From an optimization exercise on the open Yosys and OpenROAD flow, aimed at a short achievable clock period and few clock cycles; shortcuts taken in it are not production practice.
At most, simulation tests tie the RTL to the original design; equivalence was not proved.
The clock input has no modelled driver; a real chip could not lean on it and would need a root buffer or a full tree.
No activity file was given, so power comes from the tool's default toggle rates.

Setup of v6:
## arm_fire_controller_core
module arm_fire_controller_core #(
    parameter int PHASE_BITS = afc_pkg::PHASE_BITS_DEF,
    parameter int LEVEL_BITS = afc_pkg::LEVEL_BITS_DEF
) (
    input  wire logic                            i_clk,
    input  wire logic                            i_rst_n,
    input  wire logic                            i_cfg_valid,
    output logic                                 o_cfg_ready,
    input  wire logic [afc_pkg::CFG_IDX_W-1:0]   i_cfg_index,
    input  wire logic [afc_pkg::CFG_DATA_W-1:0]  i_cfg_data,
    input  wire logic                            i_s_tvalid,
    output logic                                 o_s_tready,
    input  wire logic [afc_pkg::IN_DATA_W-1:0]   i_s_tdata,
    output logic                                 o_m_tvalid,
    input  wire logic                            i_m_tready,
    output logic [afc_pkg::OUT_DATA_W-1:0]       o_m_tdata,
    output logic                                 o_m_tlast
);
    localparam int FAW = 5;              
    localparam int FD  = 1 << FAW;       
    localparam int CAP = 24;             
    assign o_cfg_ready = 1'b1;
    logic        r_rst;                  
    logic        r_rdy;
    logic        r_in_v;
    logic [1:0]  r_in_d;
    logic        r_cfg_v;
    logic [2:0]  r_cfg_idx;
    logic [15:0] r_cfg_d;
    always_ff @(posedge i_clk) begin
        r_rst     <= !i_rst_n;
        r_in_v    <= i_s_tvalid && r_rdy && i_rst_n;
        r_in_d    <= i_s_tdata[1:0];
        r_cfg_v   <= i_cfg_valid && i_rst_n;
        r_cfg_idx <= i_cfg_index;
        r_cfg_d   <= i_cfg_data;
    end
    assign o_s_tready = r_rdy;
    logic [15:0] r_st_m1, r_fi_m1, r_deb;
    logic        r_st_z, r_fi_z, r_deb_max;
    logic [9:0]  r_bl_m1;
    logic        r_bl_z;
    logic [12:0] r_step;
    always_ff @(posedge i_clk) begin
        if (r_rst) begin
            r_st_m1   <= STARTUP_MS_RST - 16'd1;
            r_st_z    <= 1'b0;
            r_fi_m1   <= FIRING_MS_RST - 16'd1;
            r_fi_z    <= 1'b0;
            r_deb     <= DEBOUNCE_MS_RST;
            r_deb_max <= 1'b0;
            r_bl_m1   <= BLINK_MS_RST - 10'd1;
            r_bl_z    <= 1'b0;
            r_step    <= PHASE_STEP_RST;
        end else if (r_cfg_v) begin
            case (r_cfg_idx)
                CFG_STARTUP_MS: begin
  ...
export LEC_CHECK = 0
export ABC_CLOCK_PERIOD_IN_PS = 2500
export CAP_MARGIN = 20
export CORE_MARGIN = 2
export CORE_UTILIZATION = 40
export SLEW_MARGIN = 20
export SYNTH_HIERARCHICAL = 1
create_clock -name core_clock -period 15.0 [get_ports {i_clk}]
standard.sh (not shown) runs the stock make flow with config.mk's settings and CLKGATE_MAP_FILE= SYNTH_SCRIPT=/design/flow/synth_recipe.tcl, a recipe that flattens the netlist after the stock synthesis.
==> flow/flow/run.sh <==
#!/bin/bash
set -euo pipefail
HERE=$(pwd)
MARGIN=${MARGIN:-11.4}
export AFC_ROOT_CELL=sky130_fd_sc_hd__inv_16
export AFC_LEAF_CELL=sky130_fd_sc_hd__inv_16
export AFC_LEAF_SIZE=24
export AFC_ROOTS=4
bash standard.sh SETUP_SLACK_MARGIN=$MARGIN POST_CTS_TCL=$HERE/flow/cts_post.tcl finish > make_finish.log 2>&1
Other scripts of this flow, unchanged in this note and not shown: flow/flow/cts_post.tcl
v6 finished end to end and its layout was clean on timing, DRC and antenna.
Testbench counts of v6, summed over its fixed seeds: cycles 41,066.
Edits applied to the flow inputs when going from v6 to v7:
--- a/flow/design.v
+++ b/flow/design.v
@@ -411,23 +411,23 @@
     end
     logic [13:0]  r_mem [FD];
     logic [FAW:0] r_wp, r_rp;
     always_ff @(posedge i_clk) begin
         if (r_p5_v)
             r_mem[r_wp[FAW-1:0]] <= {r_p5_two, r_p5_msg0, r_p5_lvl, r_p5_mode};
     end
     always_ff @(posedge i_clk) begin
         if (r_rst)        r_wp <= '0;
         else if (r_p5_v)  r_wp <= r_wp + 1'b1;
     end
-    logic        r_o_valid, r_o_last, r_sub;
+    logic        r_o_valid, r_o_busy, r_o_last, r_sub;
     logic [1:0]  r_o_mode;
     logic [7:0]  r_o_level;
     logic [2:0]  r_o_msg;
     logic [FAW:0] r_rp1, rp2;
     logic [13:0]  e0, e1;
     logic         ne0, ne1;
     logic         a_v, a_last, b_v, b_last, b_sub, b_pop;
     logic [12:0]  a_w, b_w;
     logic         adv, pop;
     function automatic logic [2:0] second_msg(input logic [2:0] m0);
         second_msg = (m0 == MSG_DISARMED) ? MSG_READY : MSG_ARMED;
@@ -439,51 +439,55 @@
     assign ne1 = ne0 && (r_wp != r_rp1);
     assign a_v    = ne0;
     assign a_w    = {r_sub ? second_msg(e0[12:10]) : e0[12:10], e0[9:0]};
     assign a_last = r_sub || !e0[13];
     assign b_pop  = r_sub || !e0[13];
     assign b_sub  = !b_pop;
     assign b_v    = b_pop ? ne1 : 1'b1;
     assign b_w    = b_pop ? e1[12:0] : {second_msg(e0[12:10]), e0[9:0]};
     assign b_last = b_pop ? !e1[13] : 1'b1;
     logic        t_v, n_v, t_last, n_last, t_pop;
     logic [12:0] t_w, n_w;
-    assign t_v    = !r_rst && (r_o_valid ? b_v : a_v);
+    assign t_v    = !r_rst && (r_o_busy ? b_v : a_v);
     assign n_v    = !r_rst && a_v;
-    assign t_w    = r_o_valid ? b_w : a_w;
+    assign t_w    = r_o_busy ? b_w : a_w;
     assign n_w    = a_w;
-    assign t_last = r_o_valid ? b_last : a_last;
+    assign t_last = r_o_busy ? b_last : a_last;
     assign n_last = a_last;
-    assign t_pop  = r_o_valid && b_pop;
-    assign adv = r_o_valid && i_m_tready;
+    assign t_pop  = r_o_busy && b_pop;
+    assign adv = r_o_busy && i_m_tready;
     assign pop = i_m_tready && t_pop;
-    logic         t_sub, n_sub, d_valid, d_last, d_sub, d_pop;
+    logic         t_sub, n_sub, d_valid, d_busy, d_last, d_sub, d_pop;
     logic [FAW:0] t_rp, n_rp, d_rp, t_rp1, n_rp1, d_rp1;
     logic [12:0]  d_w;
-    assign t_sub = r_o_valid ? b_sub : r_sub;
+    assign t_sub = r_o_busy ? b_sub : r_sub;
     assign n_sub = r_sub;
     assign t_rp  = t_pop ? r_rp1 : r_rp;
     assign n_rp  = r_rp;
     assign t_rp1 = t_pop ? rp2 : r_rp1;
     assign n_rp1 = r_rp1;
     afc_tsel_en u_sel_v (
         .i_en(i_rst_n), .i_s(i_m_tready), .i_a1(t_v), .i_a0(n_v), .o_y(d_valid)
     );
+    afc_tsel_en u_sel_b (
+        .i_en(i_rst_n), .i_s(i_m_tready), .i_a1(t_v), .i_a0(n_v), .o_y(d_busy)
+    );
     afc_tsel #(.W(18 + 2 * FAW)) u_sel_d (
         .i_s(i_m_tready),
         .i_a1({t_last, t_w, t_sub, t_rp, t_rp1, t_pop}),
         .i_a0({n_last, n_w, n_sub, n_rp, n_rp1, 1'b0}),
         .o_y ({d_last, d_w, d_sub, d_rp, d_rp1, d_pop})
     );
     always_ff @(posedge i_clk) begin
         r_o_valid                      <= d_valid;
+        r_o_busy                       <= d_busy;
         r_o_last                       <= d_last;
         {r_o_msg, r_o_level, r_o_mode} <= d_w;
     end
     always_ff @(posedge i_clk) begin
         if (r_rst) begin
             r_sub <= 1'b0;
             r_rp  <= '0;
             r_rp1 <= {{FAW{1'b0}}, 1'b1};
         end else begin
             r_sub <= d_sub;
             r_rp  <= d_rp;
Findings:
The net total in the final layout of v7 falls short of that of v6 by about 0.43%.
Delta (v7 minus v6): proportion of total power due to net switching level, layout multi-input combinational cell count level, final non-filler cell area level.
Per the comparison of v7 with v6, area after synthesis barely changed; global-route wire length before repair now smaller.
Function not checked in v7: the RTL went through the layout flow alone. In every run of this note, the design's own scripts or RTL, not TritonCTS, make the clock network.

what the ideal ports hide:
The flow's constraints put no driver on any port. The routed layouts listed below were extracted and timed again, unchanged, in two steps.
Step 1, drivers: a clkbuf_16 drives i_clk and a buf_2 each remaining input, both assumed.
Step 2 adds t to the input delays and takes it off the output delays; t is the mean of the earliest and latest rising clock arrival at the registers after step 1. Input paths then give back, and output paths get back, about the clock's delay inside the block.
Three values: ideal, step 1, step 2; two values: the first two.
run | shift t [ns] | slack for setup (ns) | hold slack, ns | worst data-port slew with drivers (ns)
v6 | 0.495 | 11.221 / 10.968 / 10.948 | 0.328 / 0.329 / 0.329 | 0.06
v7 | 0.499 | 11.217 / 10.961 / 10.981 | 0.331 / 0.332 / 0.332 | 0.06
After both steps setup and hold are still met in every run listed. For v6, which loses most, drivers alone change the setup slack by -0.253 ns; drivers and shift together by -0.273 ns.
